This design comes from an exercise in tuning for small area, a short achievable clock period and few clock cycles on the open sky130 flow, not from production work. The RTL was checked by simulation tests, not by an equivalence proof against the original design. Power figures rest on the tool's default switching activity, not on a simulated workload.

`design/flow/design.v`:
```
package krt_pkg;
	localparam logic [2:0] CMD_INSERT = 3'd0;
	localparam logic [2:0] CMD_DELETE = 3'd1;
	localparam logic [2:0] CMD_LOOKUP = 3'd2;
	localparam logic [2:0] CMD_SCAN   = 3'd3;
	localparam logic [2:0] CMD_READ   = 3'd4;
	localparam logic [2:0] ST_OK        = 3'd0;
	localparam logic [2:0] ST_FULL      = 3'd1;
	localparam logic [2:0] ST_DUP       = 3'd2;
	localparam logic [2:0] ST_NOT_FOUND = 3'd3;
	localparam logic [2:0] ST_BAD_INDEX = 3'd4;
	localparam logic [2:0] ST_NONE      = 3'd5;
	typedef struct packed {
		logic [2:0]  cmd;
		logic [30:0] item_key;
		logic [15:0] item_quantity;
		logic [31:0] item_price;
		logic [4:0]  entry_index;
	} cmd_t;
	typedef struct packed {
		logic [2:0]  status;
		logic [4:0]  found_index;
		logic [30:0] found_key;
		logic [15:0] found_quantity;
		logic [31:0] found_price;
		logic [5:0]  records_held;
		logic        last_result;
	} result_t;
	typedef enum logic [2:0] {
		BK_IDLE,
		BK_SEARCH,
		BK_SHIFT,
		BK_SCAN,
		BK_READ,
		BK_WRITE
	} bk_state_t;
endpackage
module keyed_record_table_unit #(
	parameter int CAPACITY = 32
) (
	input  logic             clk,
	input  logic             arst_n,
	input  logic             start,
	output logic             busy,
	input  logic [86:0]      command,
	output logic             strobe,
	output logic [93:0]      result,
	input  logic             cfg_valid,
	output logic             cfg_ready,
	input  logic [15:0]      cfg_data
);
	localparam int N = 32;
	function automatic logic [N-1:0] pre_or(input logic [N-1:0] v);
		logic [N-1:0] a;
		a = {v[N-2:0], 1'b0};
		for (int d = 1; d < N; d = d * 2) a = a | (a << d);
		pre_or = a;
	endfunction
	function automatic logic [4:0] enc32(input logic [N-1:0] oh);
		logic [4:0] e;
		e = '0;
		for (int i = 0; i < N; i++) if (oh[i]) e = e | 5'(i);
		enc32 = e;
	endfunction
	logic [30:0] key_m [N];
	logic [15:0] qty_m [N];
	logic [31:0] pr_m [N];
	logic [4:0]  rank_m [N];
	logic [N-1:0] vld_q;
	logic [5:0]  held_q;
	logic [15:0] thr_q;
	logic [N-1:0] qle_q;
	logic         qchg_q;
	logic [4:0]   fq_q;
	logic [N-1:0] fr_q;
	logic         fnone_q, fz_q;
	logic         a_v;
	logic [2:0]   a_cmd;
	logic [30:0]  a_key;
	logic [15:0]  a_qty;
	logic [31:0]  a_pr;
	logic [4:0]   a_idx;
	logic         b_v;
	logic [2:0]   b_cmd;
	logic [30:0]  b_key;
	logic [15:0]  b_qty;
	logic [31:0]  b_pr;
	logic [4:0]   b_idx;
	logic [N-1:0] h_q;
	logic         b_cont;
	logic [4:0]   jq_q;
	logic [N-1:0] rem_q;
	logic         zq_q;
	logic         c_v;
	logic [2:0]   c_st;
	logic [4:0]   c_idx;
	logic [5:0]   c_held;
	logic         c_last;
	logic [N-1:0] sel_q;
	logic         rc_act;
	logic [5:0]   rc_pos;
	logic         rc_v1, rc_v2;
	logic [4:0]   rc_p1, rc_p2;
	assign cfg_ready = 1'b1;
	logic b_ins, b_del, b_look, b_scan, b_read;
	assign b_ins  = (b_cmd == krt_pkg::CMD_INSERT);
	assign b_del  = (b_cmd == krt_pkg::CMD_DELETE);
	assign b_look = (b_cmd == krt_pkg::CMD_LOOKUP);
	assign b_scan = (b_cmd == krt_pkg::CMD_SCAN);
	assign b_read = (b_cmd == krt_pkg::CMD_READ);
	logic bx, b_done, b_free, adv;
	logic any_h;
	logic [4:0] p;
	logic full;
	logic ins_ok, del_ok;
	logic [N-1:0] free_oh;
	logic rc_go;
	assign full = held_q[5];
	assign bx = b_v && !rc_act && !(b_scan && !b_cont && qchg_q);
	always_comb begin
		any_h = |h_q;
		p = '0;
		for (int s = 0; s < N; s++) if (h_q[s]) p = p | rank_m[s];
	end
	assign ins_ok = bx && b_ins && !full && !any_h;
	assign del_ok = bx && b_del && any_h;
	assign free_oh = ~vld_q & ~pre_or(~vld_q);
	assign rc_go = rc_act && (rc_pos < held_q);
	logic [N-1:0] sx, sx_pre, sx_low;
	logic [4:0] s_idx;
	logic s_last, s_more2;
	always_comb begin
		sx = b_cont ? rem_q : fr_q;
		sx_pre = pre_or(sx);
		sx_low = sx & ~sx_pre;
		s_idx = b_cont ? jq_q : fq_q;
		s_last = b_cont ? zq_q : fz_q;
		s_more2 = |(sx & sx_pre);
	end
	logic [4:0] ridx;
	logic [N-1:0] eqsel, sel_d;
	always_comb begin
		ridx = rc_act ? rc_pos[4:0] : (b_read ? b_idx : s_idx);
		for (int s = 0; s < N; s++) eqsel[s] = vld_q[s] && (rank_m[s] == ridx);
		sel_d = '0;
		if (rc_act) sel_d = eqsel;
		else if (b_read || (b_scan && !(!b_cont && fnone_q))) sel_d = eqsel;
		else if (b_look || b_del) sel_d = h_q;
		else if (b_ins && !full && !any_h) sel_d = free_oh;
	end
	logic [2:0] st;
	logic [4:0] r_idx;
	logic [5:0] r_held;
	logic r_last;
	always_comb begin
		st = krt_pkg::ST_OK;
		r_idx = '0;
		r_held = held_q;
		r_last = 1'b1;
		case (b_cmd)
			krt_pkg::CMD_INSERT: begin
				if (full) st = krt_pkg::ST_FULL;
				else if (any_h) st = krt_pkg::ST_DUP;
				else begin
					r_idx = held_q[4:0];
					r_held = held_q + 6'd1;
				end
			end
			krt_pkg::CMD_DELETE: begin
				if (any_h) begin
					r_idx = p;
					r_held = held_q - 6'd1;
				end else st = krt_pkg::ST_NOT_FOUND;
			end
			krt_pkg::CMD_LOOKUP: begin
				if (any_h) r_idx = p;
				else st = krt_pkg::ST_NOT_FOUND;
			end
			krt_pkg::CMD_SCAN: begin
				if (!b_cont && fnone_q) st = krt_pkg::ST_NONE;
				else begin
					r_idx = s_idx;
					r_last = s_last;
				end
			end
			default: begin
				if ({1'b0, b_idx} < held_q) r_idx = b_idx;
				else st = krt_pkg::ST_BAD_INDEX;
			end
		endcase
	end
	logic s_go;
	assign s_go = bx && b_scan && !(!b_cont && fnone_q) && !s_last;
	assign b_done = bx && !s_go;
	assign b_free = !b_v || b_done;
	assign adv = a_v && b_free;
	logic [N-1:0] hit_a, h_d;
	logic keq;
	always_comb begin
		for (int s = 0; s < N; s++) hit_a[s] = vld_q[s] && (key_m[s] == a_key);
		keq = (a_key == b_key);
		h_d = (hit_a & ~({N{del_ok}} & h_q)) | ({N{ins_ok && keq}} & free_oh);
	end
	logic [N-1:0] below_p;
	logic new_le;
	always_comb begin
		for (int j = 0; j < N; j++) below_p[j] = (5'(j) < p);
	end
	assign new_le = (b_qty <= thr_q);
	for (genvar s = 0; s < N; s++) begin : g_slot
		always_ff @(posedge clk) begin
			if (free_oh[s]) begin
				key_m[s] <= b_key;
				qty_m[s] <= b_qty;
				pr_m[s] <= b_pr;
			end
			if (ins_ok && free_oh[s]) rank_m[s] <= held_q[4:0];
			else if (del_ok && rank_m[s] > p) rank_m[s] <= rank_m[s] - 5'd1;
		end
	end
	logic [N-1:0] fpre;
	always_comb fpre = pre_or(qle_q);
	always_ff @(posedge clk or negedge arst_n) begin
		if (!arst_n) begin
			vld_q <= '0;
			held_q <= '0;
			qle_q <= '0;
			qchg_q <= 1'b0;
			thr_q <= '0;
			rc_act <= 1'b0;
			rc_pos <= '0;
			rc_v1 <= 1'b0;
			rc_v2 <= 1'b0;
		end else begin
			if (ins_ok) begin
				vld_q <= vld_q | free_oh;
				held_q <= held_q + 6'd1;
				qle_q[held_q[4:0]] <= new_le;
			end else if (del_ok) begin
				vld_q <= vld_q & ~h_q;
				held_q <= held_q - 6'd1;
				qle_q <= (qle_q & below_p) | ({1'b0, qle_q[N-1:1]} & ~below_p);
			end else if (rc_v2) begin
				qle_q[rc_p2] <= (result[54:39] <= thr_q);
			end
			qchg_q <= ins_ok || del_ok || rc_v2;
			rc_v1 <= rc_go;
			rc_v2 <= rc_v1;
			if (cfg_valid) begin
				thr_q <= cfg_data;
				rc_act <= 1'b1;
				rc_pos <= '0;
			end else if (rc_act) begin
				if (rc_go) rc_pos <= rc_pos + 6'd1;
				else if (!rc_v1 && !rc_v2) rc_act <= 1'b0;
			end
		end
	end
	always_ff @(posedge clk) begin
		rc_p1 <= rc_pos[4:0];
		rc_p2 <= rc_p1;
		fq_q <= enc32(qle_q & ~fpre);
		fr_q <= qle_q & fpre;
		fnone_q <= ~|qle_q;
		fz_q <= ~|(qle_q & fpre);
	end
	logic take, known_in, a_next_v, b_stall_next, busy_d;
	assign take = start && !busy;
	assign known_in = (command[86:84] <= krt_pkg::CMD_READ);
	assign a_next_v = take ? known_in : (a_v && !adv);
	always_comb begin
		if (adv) b_stall_next = (a_cmd == krt_pkg::CMD_SCAN);
		else if (s_go) b_stall_next = s_more2;
		else b_stall_next = b_v && !b_done;
		busy_d = (a_next_v && b_stall_next) || cfg_valid || (rc_act && (rc_go || rc_v1 || rc_v2));
	end
	always_ff @(posedge clk or negedge arst_n) begin
		if (!arst_n) begin
			a_v <= 1'b0;
			b_v <= 1'b0;
			b_cont <= 1'b0;
			c_v <= 1'b0;
			busy <= 1'b0;
			strobe <= 1'b0;
		end else begin
			busy <= busy_d;
			a_v <= a_next_v;
			if (adv) b_v <= 1'b1;
			else if (b_done) b_v <= 1'b0;
			if (s_go) b_cont <= 1'b1;
			else if (bx) b_cont <= 1'b0;
			c_v <= bx;
			strobe <= c_v;
		end
	end
	always_ff @(posedge clk) begin
		if (!busy) begin
			a_cmd <= command[86:84];
			a_key <= command[83:53];
			a_qty <= command[52:37];
			a_pr <= command[36:5];
			a_idx <= command[4:0];
		end
		if (adv) begin
			b_cmd <= a_cmd;
			b_key <= a_key;
			b_qty <= a_qty;
			b_pr <= a_pr;
			b_idx <= a_idx;
			h_q <= h_d;
		end
		if (s_go) begin
			jq_q <= enc32(sx_low);
			rem_q <= sx & sx_pre;
			zq_q <= ~|(sx & sx_pre);
		end
		c_st <= st;
		c_idx <= r_idx;
		c_held <= r_held;
		c_last <= r_last;
		sel_q <= sel_d;
	end
	logic [30:0] m_key;
	logic [15:0] m_qty;
	logic [31:0] m_pr;
	always_comb begin
		m_key = '0;
		m_qty = '0;
		m_pr = '0;
		for (int s = 0; s < N; s++) begin
			m_key = m_key | (key_m[s] & {31{sel_q[s]}});
			m_qty = m_qty | (qty_m[s] & {16{sel_q[s]}});
			m_pr = m_pr | (pr_m[s] & {32{sel_q[s]}});
		end
	end
	always_ff @(posedge clk) result <= {c_st, c_idx, m_key, m_qty, m_pr, c_held, c_last};
endmodule
```
`design/flow/run.sh`:
```
#!/bin/bash
# synth_recipe.tcl (not shown) runs the flow's synth.tcl, then flattens the netlist and writes it again
# the make line also repeats each setting of config.mk as NAME=value (left out here)
make -C /OpenROAD-flow-scripts/flow DESIGN_CONFIG=/design/flow/config.mk WORK_HOME=/design/flow/orfs CLKGATE_MAP_FILE= SYNTH_SCRIPT=/design/flow/synth_recipe.tcl finish
```
`design/flow/config.mk`:
```
export PLATFORM = sky130hd
export DESIGN_NAME = keyed_record_table_unit
export DESIGN_NICKNAME = keyed_record_table_unit
export VERILOG_FILES = /design/flow/design.v
export SDC_FILE = /design/flow/constraint.sdc
export NUM_CORES = 4
export LEC_CHECK = 0
export CAP_MARGIN = 20
export CORE_MARGIN = 2
export CORE_UTILIZATION = 40
export SLEW_MARGIN = 20
```
`design/flow/constraint.sdc`:
```
create_clock -name core_clock -period 7.0 [get_ports {clk}]
set_input_delay 1.4000 -clock core_clock [delete_from_list [all_inputs] [get_ports {clk}]]
set_output_delay 1.4000 -clock core_clock [all_outputs]
set_load 0.01 [all_outputs]
```
==> out/summary.txt, run 1 <==
worst hold-check path type -> reg -> reg
Multi-input gate area -> 0.0418 mm²
global route overflow -> 0
Blocking Checks -> max-slew violations
Num CTS Buffers -> 351
synth unique cells -> 87
Resize count post-CTS -> 0
total iterations of the first detailed-routing run -> 8
Starting Density -> 40.3%
Layout area overhead -> 15.0%
Final nets -> 10300
static leakage -> 0.0518 µW
hpwl dp -> 438000 µm
share of cells above drive strength 1 -> 10.0%
register share of total power -> 49.7%
first-pass GRT wire length -> 901000 µm
Tightest Pin Transition -> 1.52 ns
WL per Instance -> 46.5 µm
Fillers -> 30000
worst vdd ir -> 0.200 mV
Clock transition at path regs -> 0.06 ns
R2R setup slack -> 2.16 ns
DRT antenna net count -> 0
period utilization -> 69.2%
Primary FF master, synth -> edfxtp_1
Setup TNS -> 0 ns
register area -> 0.0944 mm²
Max Cap Viol -> 0
H-tree levels -> 5
Worst setup SP type -> flop
clk_skew -> 0.0873 ns
gp weighted congestion -> 1.12
syn_nets -> 10100
status -> failed layout checks
Setup Fix Bufs, Post-CTS -> 0
gate count of the mapped netlist -> 9735
routed wire length -> 692000 µm
I/O Pins -> 204
Final Instance Area -> 0.159 mm²
port bufs -> 202
Die Ht -> 592 µm
most frequent cells in the layout -> 2930 x edfxtp_1, 1067 x a22oi_1, 768 x xnor2_1
Finished Layout Cells -> 14900
fin. max-slew vios -> 8
Clock Power Share -> 43.5%
Post-synth EDFFs -> 2930
Comb power frac -> 6.8%
Vias per Instance -> 6.80
Tot GR Track Use -> 38.6%
Chip Width -> 592 µm
fraction of registers with async set/reset -> 3.17%
CP Data Arrival Time -> 5.42 ns
1st-iter DRT viols -> 18200
CP max FO -> 67
final hold violation count -> 0
Net Switching -> 10700 µW
routed vias -> 101000
crit path capture type -> flop
RSZ-0062 raised after global routing -> false
DR DRC count -> 0
internal power -> 32500 µW
#FFs+latches synth -> 3221
Slew HR -> -1.00%
Yosys warning count -> 5
root buffer cell -> clkbuf_16
synthesized area per cell -> 14.2 µm²
switching part of the total power -> 24.7%
Crit Path Category -> reg -> reg
most common cell after layout, fill and taps aside -> edfxtp_1
PD cells -> 271 mW/mm²
fin crit period -> 4.84 ns
Inst Count DP -> 14200
post-synthesis cell area -> 0.138 mm²
vias in the first global route -> 92900
Post-DP Area -> 0.147 mm²
initial antenna violation count -> 82
Clk Latency, worst-skew pair -> 1.01 ns
Seq/Total Area, Yosys -> 68.2%
largest net degree at the start of global routing -> 81
CTS sink cnt -> 3221
clk buf depth -> 4
die area -> 0.351 mm²
WP data required -> 7.58 ns
Post-CTS Hold Buffers -> 0
Setup violations, final -> 0
Rows -> 215
Total Power -> 43200 µW
area of the core -> 0.344 mm²
CTS tree -> yes
Max Freq -> 207 MHz
[final timing paths]
path / end / cells past startpoint / start
min in group asynchronous: held_q[2]$_DFFE_PN0P_ / 1 / arst_n
min reg2reg: rc_p2[3]$_DFF_P_ / 0 / rc_p1[3]$_DFF_P_
max: rank_m[12][0]$_DFFE_PP_ / 8 / h_q[19]$_DFFE_PP_
max in group asynchronous: b_cont$_DFFE_PN0P_ / 2 / arst_n
max reg2reg: rank_m[12][0]$_DFFE_PP_ / 8 / h_q[19]$_DFFE_PP_
min: rc_p2[3]$_DFF_P_ / 0 / rc_p1[3]$_DFF_P_
[metal layers]
layer	GRT usage, %	vias up	wire [µm]
met5	0	-	172
met3	10.4	1739	84600
met2	57.0	8464	297000
met1	51.1	52200	260000
li1	-	38700	-
met4	22.8	28	50000
[critical path, stage by stage, from the launching register on]
cell      delay (ns)
edfxtp_1        0.68
nor4_1          0.18
and4_1          0.24
nand2_1         0.55
inv_1           0.45
nor2_4          0.93
buf_12          0.44
o21ai_0         0.16
o21ai_0         0.70
[cells by family after synthesis]
family / after synthesis / synth area share (%)
adder cells (fa/ha/maj): 244 / 2.20
other: 1 / 0.00271
AND/OR/NAND/NOR: 1926 / 7.39
XOR/XNOR: 1289 / 8.16
flip-flops: 3221 / 68.2
AO/OA/AOI/OAI: 2218 / 11.4
multiplexers: 70 / 0.515
buffers and inverters: 766 / 2.14
[cells in the mapped netlist (27+ instances only)]
| library cell | instances | share of area [%] |
|---|---|---|
| a21oi_1 | 270 | 0.98 |
| a221oi_1 | 168 | 1.1 |
| a22o_1 | 162 | 1.0 |
| a22oi_1 | 1068 | 5.8 |
| a31oi_1 | 29 | 0.13 |
| buf_1 | 124 | 0.34 |
| buf_2 | 40 | 0.14 |
| clkbuf_1 | 457 | 1.2 |
| dfrtp_1 | 102 | 1.8 |
| dfxtp_1 | 189 | 2.7 |
| edfxtp_1 | 2930 | 64 |
| ha_1 | 243 | 2.2 |
| inv_1 | 133 | 0.36 |
| mux2i_1 | 60 | 0.43 |
| nand2_1 | 361 | 0.98 |
| nand2b_1 | 42 | 0.19 |
| nand3_1 | 286 | 1.0 |
| nand4_1 | 414 | 1.9 |
| nor2_1 | 283 | 0.77 |
| nor2b_1 | 60 | 0.27 |
| nor3_1 | 89 | 0.32 |
| nor4_1 | 170 | 0.77 |
| o21a_1 | 36 | 0.20 |
| o21ai_0 | 252 | 0.91 |
| o22ai_1 | 51 | 0.23 |
| or3_1 | 27 | 0.12 |
| or4_1 | 91 | 0.49 |
| xnor2_1 | 777 | 4.9 |
| xor2_1 | 512 | 3.2 |
[registers in the layout, summed over array words and instances, names as in the netlist, 6 cells and up, named ones only]
name    cells
a_key      31
a_pr       32
a_qty      16
b_key      31
b_pr       32
b_qty      16
c_held      6
fr_q       31
h_q        32
held_q      6
key_m     992
pr_m     1024
qty_m     512
rank_m    160
rc_pos      6
rem_q      30
result     94
sel_q      32
thr_q      16
vld_q      32
[stage by stage]
step	hold WS [ns]	worst slack [ns]	util, %
3_3_place_gp	0.311	2.19	42.8
4_1_cts	0.329	2.24	46.2
6_report	0.326	2.16	46.3
3_5_place_dp	0.315	2.36	42.9
5_1_grt	0.332	2.11	46.3
2_1_floorplan	0.310	-1.14	-
[cell type report]
class	instances	area share [%]
clock buffers	448	5.89
flip-flops and latches	3221	59.3
repair buffers	537	3.26
clock inverters	197	1.30
inverters	135	0.325
diodes	36	0.0566
well taps	4557	3.58
multi-input cells	5748	26.3
[power by group through the flow]
stage / registers (µW) / logic, µW / clock network (µW)
2_1_floorplan: 21600 / 1730 / 0
3_3_place_gp: 21900 / 2870 / 0
3_5_place_dp: 21900 / 2850 / 0
4_1_cts: 21500 / 2870 / 18900
5_1_grt: 21500 / 3080 / 19600
6_report: 21500 / 2940 / 18800
Testbench counts, summed over its fixed seeds: cycles 5,128.
==> inputs of run 2 (changes only) <==
--- a/design/flow/design.v
+++ b/design/flow/design.v
@@ -76,15 +76,9 @@
 	logic         fnone_q, fz_q;
-	logic         a_v;
-	logic [2:0]   a_cmd;
-	logic [30:0]  a_key;
-	logic [15:0]  a_qty;
-	logic [31:0]  a_pr;
-	logic [4:0]   a_idx;
 	logic         b_v;
 	logic [2:0]   b_cmd;
-	logic [30:0]  b_key;
-	logic [15:0]  b_qty;
-	logic [31:0]  b_pr;
 	logic [4:0]   b_idx;
+	logic         b_le;
 	logic [N-1:0] h_q;
+	logic         anyh_q;
+	logic [N-1:0] claim_q;
 	logic         b_cont;
@@ -115,3 +109,4 @@
 	logic ins_ok, del_ok;
-	logic [N-1:0] free_oh;
+	logic ins_will;
+	logic [N-1:0] vld_n, nclaim, wfree;
 	logic rc_go;
@@ -120,3 +115,3 @@
 	always_comb begin
-		any_h = |h_q;
+		any_h = anyh_q;
 		p = '0;
@@ -124,5 +119,12 @@
 	end
-	assign ins_ok = bx && b_ins && !full && !any_h;
+	assign ins_will = b_v && b_ins && !full && !any_h;
+	assign ins_ok = bx && ins_will;
 	assign del_ok = bx && b_del && any_h;
-	assign free_oh = ~vld_q & ~pre_or(~vld_q);
+	assign vld_n = ins_ok ? (vld_q | claim_q) : del_ok ? (vld_q & ~h_q) : vld_q;
+	always_comb begin
+		logic [N-1:0] fr;
+		fr = ~vld_q & ~(ins_will ? claim_q : '0);
+		wfree = fr;
+		nclaim = fr & ~pre_or(fr);
+	end
 	assign rc_go = rc_act && (rc_pos < held_q);
@@ -148,3 +150,3 @@
 		else if (b_look || b_del) sel_d = h_q;
-		else if (b_ins && !full && !any_h) sel_d = free_oh;
+		else if (ins_will) sel_d = claim_q;
 	end
@@ -194,13 +196,7 @@
 	assign b_done = bx && !s_go;
-	assign b_free = !b_v || b_done;
-	assign adv = a_v && b_free;
-	logic [N-1:0] hit_a, h_d;
-	logic keq;
-	always_comb begin
-		for (int s = 0; s < N; s++) hit_a[s] = vld_q[s] && (key_m[s] == a_key);
-		keq = (a_key == b_key);
-		h_d = (hit_a & ~({N{del_ok}} & h_q)) | ({N{ins_ok && keq}} & free_oh);
+	logic [N-1:0] h_d;
+	always_comb begin
+		for (int s = 0; s < N; s++) h_d[s] = vld_n[s] && (key_m[s] == command[83:53]);
 	end
 	logic [N-1:0] below_p;
-	logic new_le;
 	always_comb begin
@@ -208,11 +204,10 @@
 	end
-	assign new_le = (b_qty <= thr_q);
 	for (genvar s = 0; s < N; s++) begin : g_slot
 		always_ff @(posedge clk) begin
-			if (free_oh[s]) begin
-				key_m[s] <= b_key;
-				qty_m[s] <= b_qty;
-				pr_m[s] <= b_pr;
+			if (wfree[s]) begin
+				key_m[s] <= command[83:53];
+				qty_m[s] <= command[52:37];
+				pr_m[s] <= command[36:5];
 			end
-			if (ins_ok && free_oh[s]) rank_m[s] <= held_q[4:0];
+			if (ins_ok && claim_q[s]) rank_m[s] <= held_q[4:0];
 			else if (del_ok && rank_m[s] > p) rank_m[s] <= rank_m[s] - 5'd1;
@@ -235,7 +230,5 @@
 			if (ins_ok) begin
-				vld_q <= vld_q | free_oh;
 				held_q <= held_q + 6'd1;
-				qle_q[held_q[4:0]] <= new_le;
+				qle_q[held_q[4:0]] <= b_le;
 			end else if (del_ok) begin
-				vld_q <= vld_q & ~h_q;
 				held_q <= held_q - 6'd1;
@@ -245,2 +238,3 @@
 			end
+			vld_q <= vld_n;
 			qchg_q <= ins_ok || del_ok || rc_v2;
@@ -266,11 +260,10 @@
 	end
-	logic take, known_in, a_next_v, b_stall_next, busy_d;
-	assign take = start && !busy;
+	logic known_in, busy_d;
 	assign known_in = (command[86:84] <= krt_pkg::CMD_READ);
-	assign a_next_v = take ? known_in : (a_v && !adv);
 	always_comb begin
-		if (adv) b_stall_next = (a_cmd == krt_pkg::CMD_SCAN);
-		else if (s_go) b_stall_next = s_more2;
-		else b_stall_next = b_v && !b_done;
-		busy_d = (a_next_v && b_stall_next) || cfg_valid || (rc_act && (rc_go || rc_v1 || rc_v2));
+		if (!busy) busy_d = start && ((command[86:84] == krt_pkg::CMD_SCAN)
+		                              || (command[86:84] == krt_pkg::CMD_DELETE && &vld_n));
+		else if (s_go) busy_d = s_more2;
+		else busy_d = b_v && !b_done;
+		if (cfg_valid || (rc_act && (rc_go || rc_v1 || rc_v2))) busy_d = 1'b1;
 	end
@@ -278,3 +271,2 @@
 		if (!arst_n) begin
-			a_v <= 1'b0;
 			b_v <= 1'b0;
@@ -286,4 +278,3 @@
 			busy <= busy_d;
-			a_v <= a_next_v;
-			if (adv) b_v <= 1'b1;
+			if (!busy) b_v <= start && known_in;
 			else if (b_done) b_v <= 1'b0;
@@ -297,15 +288,8 @@
 		if (!busy) begin
-			a_cmd <= command[86:84];
-			a_key <= command[83:53];
-			a_qty <= command[52:37];
-			a_pr <= command[36:5];
-			a_idx <= command[4:0];
-		end
-		if (adv) begin
-			b_cmd <= a_cmd;
-			b_key <= a_key;
-			b_qty <= a_qty;
-			b_pr <= a_pr;
-			b_idx <= a_idx;
+			b_cmd <= command[86:84];
+			b_idx <= command[4:0];
+			b_le <= (command[52:37] <= thr_q);
 			h_q <= h_d;
+			claim_q <= nclaim;
+			anyh_q <= |h_d;
 		end
--- a/design/flow/config.mk
+++ b/design/flow/config.mk
@@ -10,2 +10,3 @@
 export CORE_UTILIZATION = 40
-export SLEW_MARGIN = 20
+export SETUP_SLACK_MARGIN = 4
+export SLEW_MARGIN = 30
==> run 2 against run 1 <==
Against the previous run: now clean on timing, DRC and antenna; utilization grew 2.7 points; clock-buffer cell count up 5; global-route usage is 1.4 points higher; worst hold slack lost 0.013 ns.
==> out/summary.txt, run 2 <==
WL per Instance -> 47.7 µm (+2.4%)
CTS sink cnt -> 3088 (-4.1%)
Slowest-stage cell, CP -> nand4_1
crit path capture type -> flop
final critical-path setup slack -> 3.67 ns (+1.51 ns)
Max Freq -> 300 MHz (+45%)
Max Used Layer -> met5
PD cells -> 398 mW/mm² (+47%)
final hold violation count -> 0 (unchanged)
most frequent cells in the layout -> 2798 x edfxtp_1, 1053 x xnor2_1, 1041 x a22oi_1
most common cell after layout, fill and taps aside -> edfxtp_1
max reg flops -> 1024 (unchanged)
RSZ-0062 raised after global routing -> true
die area -> 0.339 mm² (-3.3%)
area of the core -> 0.333 mm² (-3.0%)
Chip Width -> 582 µm (-1.7%)
first-pass GRT wire length -> 904000 µm (+0.37%)
1st-iter DRT viols -> 18100 (-0.80%)
Reg with most FFs -> pr_m
Rows -> 212 (-1.4%)
Slew HR -> 18.2% (+19 points)
#FFs+latches synth -> 3088 (-4.1%)
static leakage -> 0.0575 µW (+11%)
Yosys warning count -> 5 (unchanged)
synthesized area per cell -> 14.1 µm² (-0.58%)
CTS tree -> yes
met2 wire len -> 297000 µm (about the same)
Crit Path Category -> in -> reg
routed length on met3 -> 94100 µm (+11%)
vias in the first global route -> 92800 (-0.061%)
DRT antenna net count -> 0 (unchanged)
root buffer cell -> clkbuf_16
Seq/Total Area, Yosys -> 67.6% (-0.61 points)
clk_skew -> 0.117 ns (+0.0295 ns)
Primary FF master, synth -> edfxtp_1
Setup TNS -> 0 ns (unchanged)
share of cells above drive strength 1 -> 18.8% (+8.8 points)
worst vdd ir -> 0.232 mV (+16%)
CP Cell Sequence -> buf_8 -> xnor2_1 -> nand4_1 -> nor4_4 -> and3_4 -> nor4_2 -> and3_1 -> nand4b_1
post-synth top area share -> 62.8% (-0.75 points)
CP max FO -> 64 (-4.5%)
Tot GR Track Use -> 40.1% (+1.4 points)
Starting Density -> 40.1% (-0.15 points)
I/O Pins -> 204 (unchanged)
crit-path max cell delay -> 0.66 ns (-0.27 ns)
reg2reg path depth -> 14 (+6)
global route overflow -> 0 (unchanged)
Worst setup SP type -> input port
status -> finished clean
met1 wire length -> 248000 µm (-4.7%)
largest area contributor in the netlist -> edfxtp_1
gate count of the mapped netlist -> 9462 (-2.8%)
Die Ht -> 582 µm (-1.7%)
routed vias -> 101000 (+0.36%)
Num CTS Buffers -> 340 (-3.1%)
total iterations of the first detailed-routing run -> 7 (-1)
syn_nets -> 9812 (-2.7%)
initial antenna violation count -> 90 (+9.8%)
DP Worst Slack -> 1.91 ns (-0.453 ns)
top cells by count, synth -> 2798 x edfxtp_1, 1131 x xnor2_1, 1080 x a22oi_1
H-tree levels -> 5 (unchanged)
WP data required -> 7.81 ns (+0.23 ns)
synth unique cells -> 99 (+14%)
Layout area overhead -> 22.1%
count leader, synth -> edfxtp_1
routed wire length -> 704000 µm (+1.7%)
port bufs -> 202 (unchanged)
biggest regs -> pr_m: 1024 flops, key_m: 992 flops, qty_m: 512 flops
DR DRC count -> 0 (unchanged)
largest cells by area after synthesis -> edfxtp_1 63%, xnor2_1 7.4%, a22oi_1 6.1%
post-synthesis cell area -> 0.134 mm² (-3.4%)
worst hold-check path type -> reg -> reg
Tightest Pin Transition -> 1.23 ns (-0.287 ns)
period utilization -> 47.6% (-22 points)
hpwl dp -> 418000 µm (-4.7%)
CP Data Arrival Time -> 4.13 ns (-1.29 ns)
Vias per Instance -> 6.87 (+1.1%)
Hold Path Stages -> 0 (unchanged)
Final nets -> 10400 (+0.74%)
largest net degree at the start of global routing -> 83 (+2.5%)
fraction of registers with async set/reset -> 3.27% (+0.10 points)
fin crit period -> 3.33 ns (-1.51 ns)
Fillers -> 28300 (-5.8%)
Max Cap Viol -> 0 (unchanged)
Clock transition at path regs -> 0.06 ns (about the same)
Post-CTS Hold Buffers -> 0 (unchanged)
Post-synth EDFFs -> 2798 (-4.5%)
fin. max-slew vios -> 0 (-8)
gp weighted congestion -> 1.11 (-1.4%)
clk buf depth -> 4 (unchanged)
Setup violations, final -> 0 (unchanged)
Clk Latency, worst-skew pair -> 1.03 ns (+0.02 ns)
run 2: cells by family (layout without fill, tap and decap cells):
logic type | Yosys count | count (layout) | synth area share [%]
other | 1 | 33 | 0.00280
DFF | 3088 | 3088 | 67.6
and+or+nand+nor | 1834 | 1837 | 7.41
buffers and inverters | 713 | 1605 | 2.07
xor gates and xnor gates | 1263 | 1263 | 8.27
muxes | 51 | 51 | 0.401
adders and majority gates | 246 | 246 | 2.30
AOI/OAI and AO/OA | 2266 | 2266 | 12.0
run 2: layer usage:
metal	up-vias	track usage [%]
li1	38500	-
met1	51500	50.4
met2	9199	58.6
met3	2257	12.3
met4	38	28.8
met5	-	0.0142
run 2: power breakdown:
group	switching (µW)	internal (µW)	total [µW]
logic	13200	4900	18100
registers	3160	25100	28300
clock network	7980	10600	18600
total	24300	40600	64900
run 2: timing repair:
action	in CTS	in global routing
resized for setup	1041	242
gates cloned	39	15
pin swaps	182	136
endpoints found under the setup margin	2206	434
setup buffers	232	98
run 2: stage by stage:
stage               power (µW)  cell area, µm²  hold WS (ns)  instances  util [%]
floorplan                33700          134000         0.310       9462         -
finish                   64900          163000         0.314      14800      49.0
global route             65500          163000         0.330      14800      49.0
detailed placement       43600          143000         0.312      13700      42.8
global placement         43500          142000         0.315      13700      42.6
CTS                      63300          161000         0.313      14600      48.3
run 2: cell type report:
| type | instances | area [µm²] | share of cell area (%) |
|---|---|---|---|
| timing repair buffer | 855 | 10100 | 6.20 |
| sequential | 3088 | 90500 | 55.4 |
| multi-input combinational | 5664 | 45200 | 27.7 |
| clock buffer | 453 | 9390 | 5.75 |
| inverter | 122 | 514 | 0.315 |
| clock inverter | 175 | 1990 | 1.22 |
| tap | 4387 | 5490 | 3.36 |
| antenna | 32 | 80.1 | 0.0490 |
run 2: path summary, 6_finish.rpt:
path | startpoint | to | slack (ns)
setup / recovery | command[80] | anyh_q$_DFFE_PN_ | 3.67
hold / removal | c_held[5]$_DFF_P_ | result[6]$_DFF_P_ | 0.31
setup reg to reg | rank_m[18][1]$_DFFE_PP_ | rank_m[13][0]$_DFFE_PP_ | 3.69
hold reg to reg | c_held[5]$_DFF_P_ | result[6]$_DFF_P_ | 0.31
max in group asynchronous | arst_n | thr_q[9]$_DFFE_PN0P_ | 5.29
min in group asynchronous | arst_n | b_v$_DFFE_PN0P_ | 0.53
run 2: worst max-delay path, delay by kind of cell:
| family | cells | cell delay [ns] |
|---|---|---|
| and+or+nand+nor | 6 | 1.89 |
| buffers and inverters | 1 | 0.43 |
| xor gates and xnor gates | 1 | 0.29 |
Testbench counts of run 2, summed over its fixed seeds: cycles 5,229.
==> inputs of run 3 (changes only) <==
--- a/design/flow/design.v
+++ b/design/flow/design.v
@@ -58,2 +58,18 @@
 	endfunction
+	function automatic logic gt5(input logic [4:0] a, input logic [4:0] b);
+		logic g;
+		g = 1'b0;
+		for (int i = 0; i < 5; i++) g = (a[i] & ~b[i]) | (~(a[i] ^ b[i]) & g);
+		gt5 = g;
+	endfunction
+	function automatic logic [4:0] dec5(input logic [4:0] a);
+		logic [4:0] d;
+		logic z;
+		z = 1'b1;
+		for (int i = 0; i < 5; i++) begin
+			d[i] = a[i] ^ z;
+			z = z & ~a[i];
+		end
+		dec5 = d;
+	endfunction
 	function automatic logic [4:0] enc32(input logic [N-1:0] oh);
@@ -80,5 +96,7 @@
 	logic         b_le;
+	logic [30:0]  b_key;
+	logic [15:0]  b_qty;
+	logic [31:0]  b_pr;
 	logic [N-1:0] h_q;
 	logic         anyh_q;
-	logic [N-1:0] claim_q;
 	logic         b_cont;
@@ -110,3 +128,3 @@
 	logic ins_will;
-	logic [N-1:0] vld_n, nclaim, wfree;
+	logic [N-1:0] vld_d, free_oh;
 	logic rc_go;
@@ -122,9 +140,4 @@
 	assign del_ok = bx && b_del && any_h;
-	assign vld_n = ins_ok ? (vld_q | claim_q) : del_ok ? (vld_q & ~h_q) : vld_q;
-	always_comb begin
-		logic [N-1:0] fr;
-		fr = ~vld_q & ~(ins_will ? claim_q : '0);
-		wfree = fr;
-		nclaim = fr & ~pre_or(fr);
-	end
+	assign vld_d = del_ok ? (vld_q & ~h_q) : vld_q;
+	assign free_oh = ~vld_q & ~pre_or(~vld_q);
 	assign rc_go = rc_act && (rc_pos < held_q);
@@ -150,3 +163,3 @@
 		else if (b_look || b_del) sel_d = h_q;
-		else if (ins_will) sel_d = claim_q;
+		else if (ins_will) sel_d = free_oh;
 	end
@@ -197,4 +210,7 @@
 	logic [N-1:0] h_d;
+	logic keq;
 	always_comb begin
-		for (int s = 0; s < N; s++) h_d[s] = vld_n[s] && (key_m[s] == command[83:53]);
+		keq = (b_key == command[83:53]);
+		for (int s = 0; s < N; s++) h_d[s] = vld_d[s] && (key_m[s] == command[83:53]);
+		h_d = h_d | ({N{ins_ok && keq}} & free_oh);
 	end
@@ -206,9 +222,9 @@
 		always_ff @(posedge clk) begin
-			if (wfree[s]) begin
-				key_m[s] <= command[83:53];
-				qty_m[s] <= command[52:37];
-				pr_m[s] <= command[36:5];
+			if (!vld_q[s]) begin
+				key_m[s] <= b_key;
+				qty_m[s] <= b_qty;
+				pr_m[s] <= b_pr;
 			end
-			if (ins_ok && claim_q[s]) rank_m[s] <= held_q[4:0];
-			else if (del_ok && rank_m[s] > p) rank_m[s] <= rank_m[s] - 5'd1;
+			if (ins_ok && free_oh[s]) rank_m[s] <= held_q[4:0];
+			else if (del_ok && gt5(rank_m[s], p)) rank_m[s] <= dec5(rank_m[s]);
 		end
@@ -238,3 +254,3 @@
 			end
-			vld_q <= vld_n;
+			vld_q <= ins_ok ? (vld_q | free_oh) : vld_d;
 			qchg_q <= ins_ok || del_ok || rc_v2;
@@ -263,4 +279,3 @@
 	always_comb begin
-		if (!busy) busy_d = start && ((command[86:84] == krt_pkg::CMD_SCAN)
-		                              || (command[86:84] == krt_pkg::CMD_DELETE && &vld_n));
+		if (!busy) busy_d = start && (command[86:84] == krt_pkg::CMD_SCAN);
 		else if (s_go) busy_d = s_more2;
@@ -292,3 +307,5 @@
 			h_q <= h_d;
-			claim_q <= nclaim;
+			b_key <= command[83:53];
+			b_qty <= command[52:37];
+			b_pr <= command[36:5];
 			anyh_q <= |h_d;
==> run 3 against run 2 <==
Against the previous run: register-to-register slack worse by 0.28 ns; utilization down 0.89 points; flip-flop and latch count grew 47; clock power increased by 3%; largest cell class unchanged; die area up 0.74%; global-route usage rose by 1.4 points; sequential share of layout area rose by 1.5 points; still clean on timing, DRC and antenna; sequential power shrank 25%.
==> out/summary.txt, run 3 <==
status -> finished clean
period utilization -> 51.3% (+3.7 points)
fin. max-slew vios -> 0 (unchanged)
final hold violation count -> 0 (unchanged)
Hold Path Stages -> 0 (unchanged)
Setup TNS -> 0 ns (unchanged)
worst hold-check path type -> reg -> reg
initial antenna violation count -> 67 (-26%)
largest cells by area after synthesis -> edfxtp_1 63%, xnor2_1 6.3%, a22oi_1 5.9%
CP Cell Sequence -> a22oi_2 -> nand4_1 -> or4_4 -> clkinvlp_4 -> buf_12 -> ha_1 -> a31o_2 -> a21o_1 -> a21o_1 -> a21oi_2 -> o21ai_2
gate count of the mapped netlist -> 9423 (-0.41%)
routed wire length -> 725000 µm (+2.9%)
first-pass GRT wire length -> 933000 µm (+3.2%)
largest net degree at the start of global routing -> 80 (-3.6%)
global route overflow -> 0 (unchanged)
port bufs -> 202 (unchanged)
Starting Density -> 40.1% (about the same)
most frequent cells in the layout -> 2845 x edfxtp_1, 1033 x a22oi_1, 870 x xnor2_1
fin crit period -> 3.59 ns (+0.262 ns)
Final nets -> 10300 (-0.91%)
R2R setup slack -> 3.41 ns (-0.28 ns)
WL per Instance -> 49.3 µm (+3.5%)
worst vdd ir -> 0.213 mV (-8.1%)
#FFs+latches synth -> 3135 (+1.5%)
clk buf depth -> 4 (unchanged)
Reg with most FFs -> pr_m
endpoint of the worst hold path -> rc_p2[0]$_DFF_P_
DP Worst Slack -> 1.50 ns (-0.412 ns)
reg2reg end -> rank_m[3][0]$_DFFE_PP_
Clock transition at path regs -> 0.06 ns (about the same)
Worst Hold Launch -> rc_p1[0]$_DFF_P_
WP data required -> 7.66 ns (-0.15 ns)
routed vias -> 102000 (+0.11%)
Die Ht -> 584 µm (+0.37%)
Slew HR -> 20.5% (+2.3 points)
vias in the first global route -> 93200 (+0.45%)
top cells by count, synth -> 2845 x edfxtp_1, 1054 x a22oi_1, 972 x xnor2_1
DR DRC count -> 0 (unchanged)
hpwl dp -> 456000 µm (+9.2%)
Vias per Instance -> 6.92 (+0.75%)
CP Data Arrival Time -> 4.25 ns (+0.12 ns)
synth unique cells -> 92 (-7.1%)
Tot GR Track Use -> 41.5% (+1.4 points)
clk_skew -> 0.0685 ns (-0.0482 ns)
max reg flops -> 1024 (unchanged)
PD cells -> 276 mW/mm² (-31%)
Slowest-stage cell, CP -> or4_4
post-synthesis cell area -> 0.135 mm² (+0.74%)
count leader, synth -> edfxtp_1
largest area contributor in the netlist -> edfxtp_1
Chip Width -> 584 µm (+0.37%)
share of cells above drive strength 1 -> 17.3% (-1.4 points)
I/O Pins -> 204 (unchanged)
crit path capture type -> flop
total iterations of the first detailed-routing run -> 7 (unchanged)
CTS sink cnt -> 3135 (+1.5%)
DRT antenna net count -> 0 (unchanged)
final critical-path setup slack -> 3.41 ns (-0.262 ns)
Rows -> 213 (+0.47%)
Tightest Pin Transition -> 1.19 ns (-0.0350 ns)
reg2reg path depth -> 11 (-3)
RSZ-0062 raised after global routing -> true
most frequent CP cell -> a21o_1
1st-iter DRT viols -> 19100 (+5.6%)
Yosys warning count -> 5 (unchanged)
CP max FO -> 11 (-83%)
Max Cap Viol -> 0 (unchanged)
synthesized area per cell -> 14.3 µm² (+1.2%)
Post-synth EDFFs -> 2845 (+1.7%)
CTS tree -> yes
Post-CTS Hold Buffers -> 0 (unchanged)
area of the core -> 0.336 mm² (+0.79%)
post-synth top area share -> 63.4% (+0.58 points)
die area -> 0.341 mm² (+0.74%)
RR Startpoint -> h_q[12]$_DFFE_PN_
biggest regs -> pr_m: 1024 flops, key_m: 992 flops, qty_m: 512 flops
crit-path max cell delay -> 0.62 ns (-0.04 ns)
Seq/Total Area, Yosys -> 68.1% (+0.55 points)
Crit Path Category -> reg -> reg
Layout area overhead -> 20.0%
Setup violations, final -> 0 (unchanged)
syn_nets -> 9805 (-0.071%)
Finished Layout Cells -> 14700 (-0.64%)
static leakage -> 0.0581 µW (+1.1%)
Clk Latency, worst-skew pair -> 0.99 ns (-0.04 ns)
fraction of registers with async set/reset -> 3.22% (-0.049 points)
Primary FF master, synth -> edfxtp_1
root buffer cell -> clkbuf_16
Max Freq -> 279 MHz (-7.3%)
most common cell after layout, fill and taps aside -> edfxtp_1
H-tree levels -> 5 (unchanged)
Num CTS Buffers -> 343 (+0.88%)
Worst setup SP type -> flop
Inst Count DP -> 13700 (+0.022%)
gp weighted congestion -> 1.12 (+1.1%)
==> run 3: cell count changes after synthesis, sizes merged, moves of 38 or more <==
cell	change
xnor2	-159
xor2	+127
inv	+90
o21ai	-77
a21o	+62
clkbuf	+52
edfxtp	+47
nand2	-47
nor2b	-38
==> run 3: per-stage QoR <==
| stage | power (µW) | utilization, % | instance area, µm² | hold slack (ns) |
|---|---|---|---|---|
| finish | 44600 | 48.1 | 162000 | 0.320 |
| global route | 45500 | 48.1 | 162000 | 0.334 |
| detailed placement | 25200 | 42.7 | 144000 | 0.313 |
| global placement | 25200 | 42.6 | 143000 | 0.315 |
| CTS | 44400 | 47.7 | 160000 | 0.321 |
| floorplan | 23400 | - | 136000 | 0.310 |
==> run 3: critical path, delay by kind of cell, from the launching register on <==
family | cells | cell delay (ns)
AO/OA/AOI/OAI | 6 | 1.32
adder cells (fa/ha/maj) | 1 | 0.24
buffers and inverters | 2 | 0.40
flip-flops | 1 | 0.54
AND/OR/NAND/NOR | 2 | 0.78
==> run 3: final cells by class <==
class | instances | area [µm²]
diodes | 44 | 110
clock inverters | 190 | 2230
repair buffers | 786 | 8300
well taps | 4407 | 5510
repair inverters | 3 | 26.3
clock buffers | 442 | 9410
inverters | 211 | 997
fillers | 28700 | 174000
multi-input cells | 5464 | 43100
flip-flops and latches | 3135 | 91900
==> run 3: cells by family (layout without fill, tap and decap cells) <==
family          count (synthesis)  count (layout)  synth area share, %
flops                        3135            3135                 68.1
compound gates               2229            2229                 11.9
simple gates                 1664            1666                 6.62
xor+xnor                     1231            1231                 8.00
buf+inv                       826            1632                 2.35
fa+ha+maj                     280             280                 2.59
mux                            57              57                0.439
other cells                     1              45              0.00278
==> run 3: timing repair <==
item                                    CTS  global route
setup buffers                           205            37
resized for setup                       822           150
gates cloned                             22             3
pin swaps                               114            57
endpoints found under the setup margin  829           350
==> run 3: where the power goes <==
group	internal, µW	total, µW	switching, µW
sequential	20600	21100	544
clock	11000	19100	8090
combinational	1490	4410	2920
total	33100	44600	11600
==> run 3: how the worst max path moves through the flow <==
stage,startpoint,end,slack [ns],cells after the start
6_report,h_q[12]$_DFFE_PN_,rank_m[3][0]$_DFFE_PP_,3.41,11
5_1_grt,h_q[12]$_DFFE_PN_,rank_m[5][2]$_DFFE_PP_,3.42,11
3_3_place_gp,command[71],anyh_q$_DFFE_PN_,1.18,11
4_1_cts,h_q[5]$_DFFE_PN_,rank_m[5][3]$_DFFE_PP_,3.55,11
2_1_floorplan,vld_q[23]$_DFF_PN0_,rank_m[29][0]$_DFFE_PP_,3.56,7
3_5_place_dp,command[81],anyh_q$_DFFE_PN_,1.50,11
==> run 3: metal layers <==
layer / routed length (µm) / part of all wire, % / GRT usage (%)
met4: 61400 / 8.5 / 28.0
met5: 473 / 0.065 / 0.140
met1: 266000 / 37 / 53.7
met2: 307000 / 42 / 60.5
met3: 89800 / 12 / 11.6
Testbench counts of run 3, summed over its fixed seeds: cycles 5,120.
==> inputs of run 4 (changes only) <==
--- a/design/flow/config.mk
+++ b/design/flow/config.mk
@@ -10,2 +10,4 @@
 export CORE_UTILIZATION = 40
+export CTS_CLUSTER_DIAMETER = 60
+export CTS_CLUSTER_SIZE = 20
 export SETUP_SLACK_MARGIN = 4
==> run 4 against run 3 <==
Against the previous run: critical path type unchanged; worst setup slack better by 0.032 ns; sequential power about the same; sequential share of layout area up 0.66 points; total power down 4.8%; clock-buffer cell count down 107; fmax up 0.91%; largest cell class unchanged; critical endpoint is now rank_m[5][0]$_DFFE_PP_; global-route usage down 0.21 points; highest routed layer unchanged.
==> out/summary.txt, run 4 <==
1st-iter DRT viols -> 18800 (-1.6%)
root buffer cell -> clkbuf_16
post-synth top area share -> 63.4% (unchanged)
Yosys warning count -> 5 (unchanged)
syn_nets -> 9805 (unchanged)
Clock transition at path regs -> 0.07 ns (about the same)
Crit path max-delay family -> compound AO/OA/AOI/OAI gates
Starting Density -> 40.1% (unchanged)
gp weighted congestion -> 1.12 (unchanged)
hpwl dp -> 456000 µm (unchanged)
#FFs+latches synth -> 3135 (unchanged)
Rows -> 213 (unchanged)
routed wire length -> 721000 µm (-0.44%)
fin crit period -> 3.56 ns (-0.0325 ns)
initial antenna violation count -> 77 (+15%)
biggest regs -> pr_m: 1024 flops, key_m: 992 flops, qty_m: 512 flops
period utilization -> 50.8% (-0.46 points)
Reg with most FFs -> pr_m
top cells by count, synth -> 2845 x edfxtp_1, 1054 x a22oi_1, 972 x xnor2_1
clk buf depth -> 4 (unchanged)
DRT antenna net count -> 0 (unchanged)
I/O Pins -> 204 (unchanged)
PD cells -> 266 mW/mm² (-3.7%)
fin. max-slew vios -> 0 (unchanged)
crit path buf inv count -> 2 (unchanged)
CTS tree -> yes
CP Cell Sequence -> a22oi_2 -> nand4_1 -> or4_4 -> clkinvlp_4 -> buf_12 -> ha_1 -> a31o_2 -> a21o_1 -> a21o_1 -> a21oi_1 -> o21ai_2
WP data required -> 7.69 ns (+0.03 ns)
DR DRC count -> 0 (unchanged)
Slowest-stage cell, CP -> or4_4
WL per Instance -> 49.6 µm (+0.42%)
largest cells by area after synthesis -> edfxtp_1 63%, xnor2_1 6.3%, a22oi_1 5.9%
clk_skew -> 0.0560 ns (-0.0125 ns)
Seq/Total Area, Yosys -> 68.1% (unchanged)
Tot GR Track Use -> 41.3% (-0.21 points)
Worst setup SP type -> flop
Slew HR -> 14.7% (-5.8 points)
crit-path max cell delay -> 0.66 ns (+0.04 ns)
area of the core -> 0.336 mm² (unchanged)
largest net degree at the start of global routing -> 80 (unchanged)
routed vias -> 101000 (-0.79%)
H-tree levels -> 5 (unchanged)
Setup TNS -> 0 ns (unchanged)
Vias per Instance -> 6.93 (about the same)
Max Cap Viol -> 0 (unchanged)
Chip Width -> 584 µm (unchanged)
Setup violations, final -> 0 (unchanged)
CP max FO -> 16 (+5)
final hold violation count -> 0 (unchanged)
count leader, synth -> edfxtp_1
crit path capture type -> flop
Final nets -> 10200 (-0.80%)
port bufs -> 202 (unchanged)
first-pass GRT wire length -> 927000 µm (-0.58%)
Post-synth EDFFs -> 2845 (unchanged)
RSZ-0062 raised after global routing -> true
share of cells above drive strength 1 -> 17.2% (-0.16 points)
Post-CTS Hold Buffers -> 0 (unchanged)
total iterations of the first detailed-routing run -> 9 (+2)
most common cell after layout, fill and taps aside -> edfxtp_1
CTS sink cnt -> 3135 (unchanged)
fraction of registers with async set/reset -> 3.22% (unchanged)
synthesized area per cell -> 14.3 µm² (unchanged)
gate count of the mapped netlist -> 9423 (unchanged)
Clk Latency, worst-skew pair -> 1.01 ns (+0.02 ns)
static leakage -> 0.0571 µW (-1.7%)
most frequent cells in the layout -> 2845 x edfxtp_1, 1036 x a22oi_1, 864 x xnor2_1
Layout area overhead -> 18.6%
worst hold-check path type -> reg -> reg
Primary FF master, synth -> edfxtp_1
Tightest Pin Transition -> 1.28 ns (+0.0867 ns)
largest area contributor in the netlist -> edfxtp_1
max reg flops -> 1024 (unchanged)
Num CTS Buffers -> 284 (-17%)
vias in the first global route -> 92100 (-1.2%)
global route overflow -> 0 (unchanged)
Die Ht -> 584 µm (unchanged)
Max Freq -> 281 MHz (+0.91%)
Fillers -> 29000 (+0.79%)
post-synthesis cell area -> 0.135 mm² (unchanged)
status -> finished clean
die area -> 0.341 mm² (unchanged)
worst vdd ir -> 0.247 mV (+16%)
Crit Path Category -> reg -> reg
worst hold slack -> 0.328 ns (+0.00797 ns)
synth unique cells -> 92 (unchanged)
most frequent CP cell -> a21o_1
CP Data Arrival Time -> 4.25 ns (about the same)
==> run 4: changes by cell type in the layout (fill, tap and decap cells not counted), sizes merged <==
cell | previous run | this run
bufbuf | 17 | 15
clkinvlp | 27 | 32
clkdlybuf4s15 | 42 | 38
buf | 613 | 585
clkinv | 127 | 78
clkbuf | 447 | 342
bufinv | 40 | 18
diode | 44 | 55
inv | 210 | 270
dlygate4sd2 | 35 | 43
==> run 4: logic make-up after synthesis <==
group | share of synthesized area (%)
xor gates and xnor gates | 8.00
DFF | 68.1
AOI/OAI and AO/OA | 11.9
and+or+nand+nor | 6.62
other | 0.00278
adders and majority gates | 2.59
buffers and inverters | 2.35
muxes | 0.439
==> run 4: what timing repair did <==
action | in CTS | in global routing
gates resized for setup | 760 | 239
cloned | 20 | 4
pin swaps | 92 | 110
buffers inserted | 163 | 55
setup endpoints to repair | 834 | 368
==> run 4: through the flow <==
stage | power [µW] | utilization [%] | setup WS, ns | cell area [µm²] | instances
finish | 42500 | 47.6 | 3.44 | 160000 | 14600
global route | 43300 | 47.6 | 3.43 | 160000 | 14500
global placement | 25200 | 42.6 | 1.18 | 143000 | 13700
CTS | 42200 | 47.0 | 3.50 | 158000 | 14400
detailed placement | 25200 | 42.7 | 1.50 | 144000 | 13700
floorplan | 23400 | - | 3.56 | 136000 | 9423
==> run 4: per-layer routing <==
layer	GRT usage [%]	up-vias	share of wire (%)
met2	60.2	8740	42
met1	53.3	51900	37
met3	12.0	2128	13
li1	-	38000	-
met4	27.4	32	8.3
met5	0	-	0.033
==> run 4: power by group <==
group	internal [µW]	total (µW)	leakage [µW]	switching, µW
Sequential	20600	21100	0.0328	540
Combinational	1490	4410	0.0195	2920
Clock	8780	17000	0.00476	8200
==> run 4: cell type report <==
type	count	area, µm²	area share, %
well taps	4407	5510	3.45
repair buffers	762	8070	5.05
diodes	55	138	0.0861
repair inverters	3	26.3	0.0164
multi-input cells	5464	43300	27.1
flip-flops and latches	3135	92000	57.5
clock buffers	335	7540	4.72
clock inverters	184	2310	1.44
inverters	211	988	0.619
==> run 4: path summary, 6_finish.rpt <==
check	slack, ns	depth (start not counted)	start	end
worst max-delay path	3.44	11	rank_m[12][1]$_DFFE_PP_	rank_m[5][0]$_DFFE_PP_
worst min-delay path	0.33	0	rc_p1[1]$_DFF_P_	rc_p2[1]$_DFF_P_
worst max register to register	3.44	11	rank_m[12][1]$_DFFE_PP_	rank_m[5][0]$_DFFE_PP_
worst min register to register	0.33	0	rc_p1[1]$_DFF_P_	rc_p2[1]$_DFF_P_
max in group asynchronous	5.04	2	arst_n	b_v$_DFFE_PN0P_
min in group asynchronous	0.56	1	arst_n	vld_q[10]$_DFF_PN0_
==> inputs of run 5 (changes only) <==
--- a/design/flow/design.v
+++ b/design/flow/design.v
@@ -102,5 +102,2 @@
 	logic         b_cont;
-	logic [4:0]   jq_q;
-	logic [N-1:0] rem_q;
-	logic         zq_q;
 	logic         c_v;
@@ -108,3 +105,2 @@
 	logic [4:0]   c_idx;
-	logic [5:0]   c_held;
 	logic         c_last;
@@ -147,7 +143,7 @@
 	always_comb begin
-		sx = b_cont ? rem_q : fr_q;
+		sx = fr_q;
 		sx_pre = pre_or(sx);
 		sx_low = sx & ~sx_pre;
-		s_idx = b_cont ? jq_q : fq_q;
-		s_last = b_cont ? zq_q : fz_q;
+		s_idx = fq_q;
+		s_last = fz_q;
 		s_more2 = |(sx & sx_pre);
@@ -167,3 +163,2 @@
 	logic [4:0] r_idx;
-	logic [5:0] r_held;
 	logic r_last;
@@ -172,3 +167,2 @@
 		r_idx = '0;
-		r_held = held_q;
 		r_last = 1'b1;
@@ -180,3 +174,2 @@
 					r_idx = held_q[4:0];
-					r_held = held_q + 6'd1;
 				end
@@ -186,3 +179,2 @@
 					r_idx = p;
-					r_held = held_q - 6'd1;
 				end else st = krt_pkg::ST_NOT_FOUND;
@@ -271,6 +263,12 @@
 		rc_p2 <= rc_p1;
-		fq_q <= enc32(qle_q & ~fpre);
-		fr_q <= qle_q & fpre;
-		fnone_q <= ~|qle_q;
-		fz_q <= ~|(qle_q & fpre);
+		if (s_go) begin
+			fq_q <= enc32(sx_low);
+			fr_q <= sx & sx_pre;
+			fz_q <= ~|(sx & sx_pre);
+		end else if (!(b_cont && !bx)) begin
+			fq_q <= enc32(qle_q & ~fpre);
+			fr_q <= qle_q & fpre;
+			fnone_q <= ~|qle_q;
+			fz_q <= ~|(qle_q & fpre);
+		end
 	end
@@ -312,10 +310,4 @@
 		end
-		if (s_go) begin
-			jq_q <= enc32(sx_low);
-			rem_q <= sx & sx_pre;
-			zq_q <= ~|(sx & sx_pre);
-		end
 		c_st <= st;
 		c_idx <= r_idx;
-		c_held <= r_held;
 		c_last <= r_last;
@@ -336,3 +328,3 @@
 	end
-	always_ff @(posedge clk) result <= {c_st, c_idx, m_key, m_qty, m_pr, c_held, c_last};
+	always_ff @(posedge clk) result <= {c_st, c_idx, m_key, m_qty, m_pr, held_q, c_last};
 endmodule
--- a/design/flow/config.mk
+++ b/design/flow/config.mk
@@ -9,5 +9,3 @@
 export CORE_MARGIN = 2
-export CORE_UTILIZATION = 40
-export CTS_CLUSTER_DIAMETER = 60
-export CTS_CLUSTER_SIZE = 20
+export CORE_UTILIZATION = 55
 export SETUP_SLACK_MARGIN = 4
==> run 5 against run 4 <==
Against the previous run: still clean on timing, DRC and antenna; wire length down 2.9%; global-route usage increased by 14 points; sequential share of layout area is 0.45 points higher; largest power group unchanged.
==> out/summary.txt, run 5 <==
CTS sink cnt -> 3093 (-1.3%)
Core Util, Final -> 64.8% (+17 points)
fin. max-slew vios -> 0 (unchanged)
worst vdd ir -> 0.323 mV (+31%)
routed wire length -> 701000 µm (-2.9%)
Setup TNS -> 0 ns (unchanged)
global route overflow -> 0 (unchanged)
I/O Pins -> 204 (unchanged)
DR DRC count -> 0 (unchanged)
max reg flops -> 1024 (unchanged)
Layout area overhead -> 17.5%
Primary FF master, synth -> edfxtp_1
Vias per Instance -> 7.95 (+15%)
Setup violations, final -> 0 (unchanged)
Yosys warning count -> 5 (unchanged)
1st-iter DRT viols -> 23300 (+24%)
Fillers -> 16700 (-42%)
H-tree levels -> 5 (unchanged)
static leakage -> 0.0565 µW (-1.1%)
gp weighted congestion -> 1.17 (+4.3%)
WL per Instance -> 52.4 µm (+5.7%)
Finished Layout Cells -> 13400 (-8.1%)
fin crit period -> 3.57 ns (+0.0115 ns)
count leader, synth -> edfxtp_1
#FFs+latches synth -> 3093 (-1.3%)
Comb power frac -> 18.4% (+8.0 points)
initial antenna violation count -> 59 (-23%)
R2R setup slack -> 3.43 ns (about the same)
status -> finished clean
CP Data Arrival Time -> 4.19 ns (-0.06 ns)
Max Freq -> 280 MHz (-0.32%)
WP data required -> 7.62 ns (-0.07 ns)
first-pass GRT wire length -> 900000 µm (-3.0%)
GR Util met2 -> 75.8% (+16 points)
Clock transition at path regs -> 0.07 ns (about the same)
Clk Latency, worst-skew pair -> 1.04 ns (+0.03 ns)
Tightest Pin Transition -> 1.38 ns (+0.102 ns)
Max Cap Viol -> 0 (unchanged)
routed vias -> 106000 (+5.4%)
total iterations of the first detailed-routing run -> 22 (+13)
CTS tree -> yes
fraction of registers with async set/reset -> 3.27% (+0.044 points)
clk buf depth -> 4 (unchanged)
synth unique cells -> 89 (-3.3%)
Multi-input gate area -> 0.0423 mm² (-2.2%)
register share of total power -> 49.3% (-0.4 points)
Tot GR Track Use -> 54.8% (+14 points)
most frequent cells in the layout -> 2847 x edfxtp_1, 1042 x a22oi_1, 996 x xnor2_1
DRT antenna net count -> 0 (unchanged)
Crit Path Category -> reg -> reg
die area -> 0.247 mm² (-28%)
period utilization -> 51.0% (+0.16 points)
M1 GR Usage -> 66.7% (+13 points)
Chip Width -> 497 µm (-15%)
Slew HR -> 7.39% (-7.3 points)
Total Power -> 56100 µW (+32%)
GR Layer Usage met3 -> 24.0% (+12 points)
worst hold-check path type -> reg -> reg
largest cells by area after synthesis -> edfxtp_1 64%, xnor2_1 7.0%, a22oi_1 6.0%
share of cells above drive strength 1 -> 16.2% (-0.96 points)
register area -> 0.0911 mm² (-0.90%)
top cells by count, synth -> 2847 x edfxtp_1, 1064 x xnor2_1, 1061 x a22oi_1
most common cell after layout, fill and taps aside -> edfxtp_1
Rows -> 181 (-15%)
PD cells -> 357 mW/mm² (+34%)
Inst Count DP -> 12400 (-9.3%)
Post-synth EDFFs -> 2847 (+0.070%)
largest net degree at the start of global routing -> 81 (+1.3%)
biggest regs -> pr_m: 1024 flops, key_m: 992 flops, qty_m: 512 flops
hpwl dp -> 432000 µm (-5.3%)
Seq/Total Area, Yosys -> 68.0% (-0.11 points)
Starting Density -> 55.1% (+15 points)
CP max FO -> 10 (-6)
clk_skew -> 0.121 ns (+0.0651 ns)
gate count of the mapped netlist -> 9369 (-0.57%)
synthesized area per cell -> 14.3 µm² (-0.16%)
GRT Max-Usage Layer -> met2
Final nets -> 10200 (+0.029%)
syn_nets -> 9754 (-0.52%)
internal power -> 37900 µW (+23%)
RSZ-0062 raised after global routing -> true
Die Ht -> 497 µm (-15%)
largest area contributor in the netlist -> edfxtp_1
vias in the first global route -> 96200 (+4.5%)
post-synthesis cell area -> 0.134 mm² (-0.73%)
Net Switching -> 18200 µW (+56%)
root buffer cell -> clkbuf_16
Num CTS Buffers -> 332 (+17%)
Worst setup SP type -> flop
area of the core -> 0.243 mm² (-28%)
Reg with most FFs -> pr_m
crit path capture type -> flop
switching part of the total power -> 32.4% (+5.0 points)
port bufs -> 202 (unchanged)
Clock Power Share -> 32.4% (-7.6 points)
Post-CTS Hold Buffers -> 0 (unchanged)
final hold violation count -> 0 (unchanged)
post-synth top area share -> 63.9% (+0.51 points)
run 5: cell count changes after synthesis, sizes merged, moves of 24 or more:
| cell | before | now |
|---|---|---|
| xnor2 | 972 | 1064 |
| nand3 | 270 | 306 |
| clkbuf | 437 | 413 |
| xor2 | 259 | 167 |
| nand4 | 460 | 486 |
| dfxtp | 189 | 145 |
| mux2i | 40 | 10 |
run 5: path summary, 6_finish.rpt:
kind	startpoint	to	depth (start not counted)
min in group asynchronous	arst_n	vld_q[30]$_DFF_PN0_	1
worst max-delay path	h_q[18]$_DFFE_PN_	rank_m[24][1]$_DFFE_PP_	12
max in group asynchronous	arst_n	rc_act$_DFFE_PN0P_	2
worst min register to register	c_st[1]$_DFF_P_	result[92]$_DFF_P_	0
worst min-delay path	c_st[1]$_DFF_P_	result[92]$_DFF_P_	0
worst max register to register	h_q[18]$_DFFE_PN_	rank_m[24][1]$_DFFE_PP_	12
run 5: cell families after synthesis:
| logic type | synth area share (%) |
|---|---|
| flops | 68.0 |
| simple gates | 6.61 |
| fa+ha+maj | 2.66 |
| buf+inv | 2.43 |
| other cells | 0.00280 |
| mux | 0.134 |
| compound gates | 12.1 |
| xor+xnor | 8.06 |
run 5: power by group through the flow:
stage | Clock (µW) | Combinational, µW | Sequential (µW)
after floorplan | 0 | 4430 | 26000
final | 18100 | 10300 | 27600
after detailed placement | 0 | 8670 | 27600
after CTS | 17900 | 9210 | 27300
after global routing | 18600 | 10200 | 27600
after global placement | 0 | 8620 | 27400
run 5: layout make-up:
class	instances	area share, %
flip-flops and latches	3093	58.0
multi-input cells	5450	26.9
clock buffers	427	5.72
repair buffers	764	4.87
well taps	3202	2.55
clock inverters	160	1.19
inverters	216	0.628
diodes	57	0.0908
repair inverters	4	0.0239
run 5: metrics by stage:
step / cell area (µm²) / hold WS [ns] / setup slack, ns
global placement: 140000 / 0.312 / 1.69
detailed placement: 140000 / 0.312 / 1.82
finish: 157000 / 0.325 / 3.43
CTS: 154000 / 0.325 / 3.71
global route: 157000 / 0.328 / 3.47
floorplan: 134000 / 0.310 / 3.70
run 5: repair_timing:
item | 4_1_cts | 5_1_grt
setup buffers | 108 | 135
setup endpoints to repair | 699 | 356
pin swaps | 119 | 154
resized for setup | 610 | 277
cloned | 11 | 10
run 5: metal layers:
layer  up-vias  part of all wire, %
li1      38000                    -
met1     51900                   32
met2     12800                   40
met3      3584                   17
met4        42                   11
met5         -                0.081
run 5: critical path, cell delays in order (launching register included):
cell,delay (ns)
edfxtp_1,0.41
buf_12,0.17
a22oi_2,0.42
nand4_1,0.35
nor4_4,0.37
buf_6,0.19
buf_12,0.16
ha_1,0.24
a31o_2,0.23
a21o_1,0.18
a21o_1,0.19
a21oi_2,0.15
o22ai_2,0.15
Testbench counts of run 5, summed over its fixed seeds: cycles 5,120.

## port drivers added, routing unchanged
The flow's constraints put no driver on any port. The routed layouts listed below were extracted and timed again, unchanged, in two steps.
Step 1: set_driving_cell puts a clkbuf_16 on clk and a buf_2 on each other input, an assumption about the parent block.
Step 2 also shifts input and output timing later by t, the mid clock arrival at the registers, as if the neighbouring blocks saw the same clock.
Three values: ideal, step 1, step 2; two values: the first two.
| run | shift t [ns] | slack for setup (ns) | slew at the worst register clock pin (ns) |
|---|---|---|---|
| run 1 | 1.085 | 2.158 / 2.158 / 2.158 | 0.07 / 0.07 |
| run 2 | 1.086 | 3.671 / 3.691 / 2.605 | 0.07 / 0.07 |
| run 3 | 1.062 | 3.409 / 3.409 / 2.412 | 0.07 / 0.07 |
| run 4 | 1.086 | 3.442 / 3.442 / 2.482 | 0.09 / 0.09 |
| run 5 | 1.093 | 3.430 / 3.430 / 2.465 | 0.08 / 0.08 |
The setup slack of run 2, which loses most, moves by +0.020 ns with the drivers and by -1.066 ns with both steps.
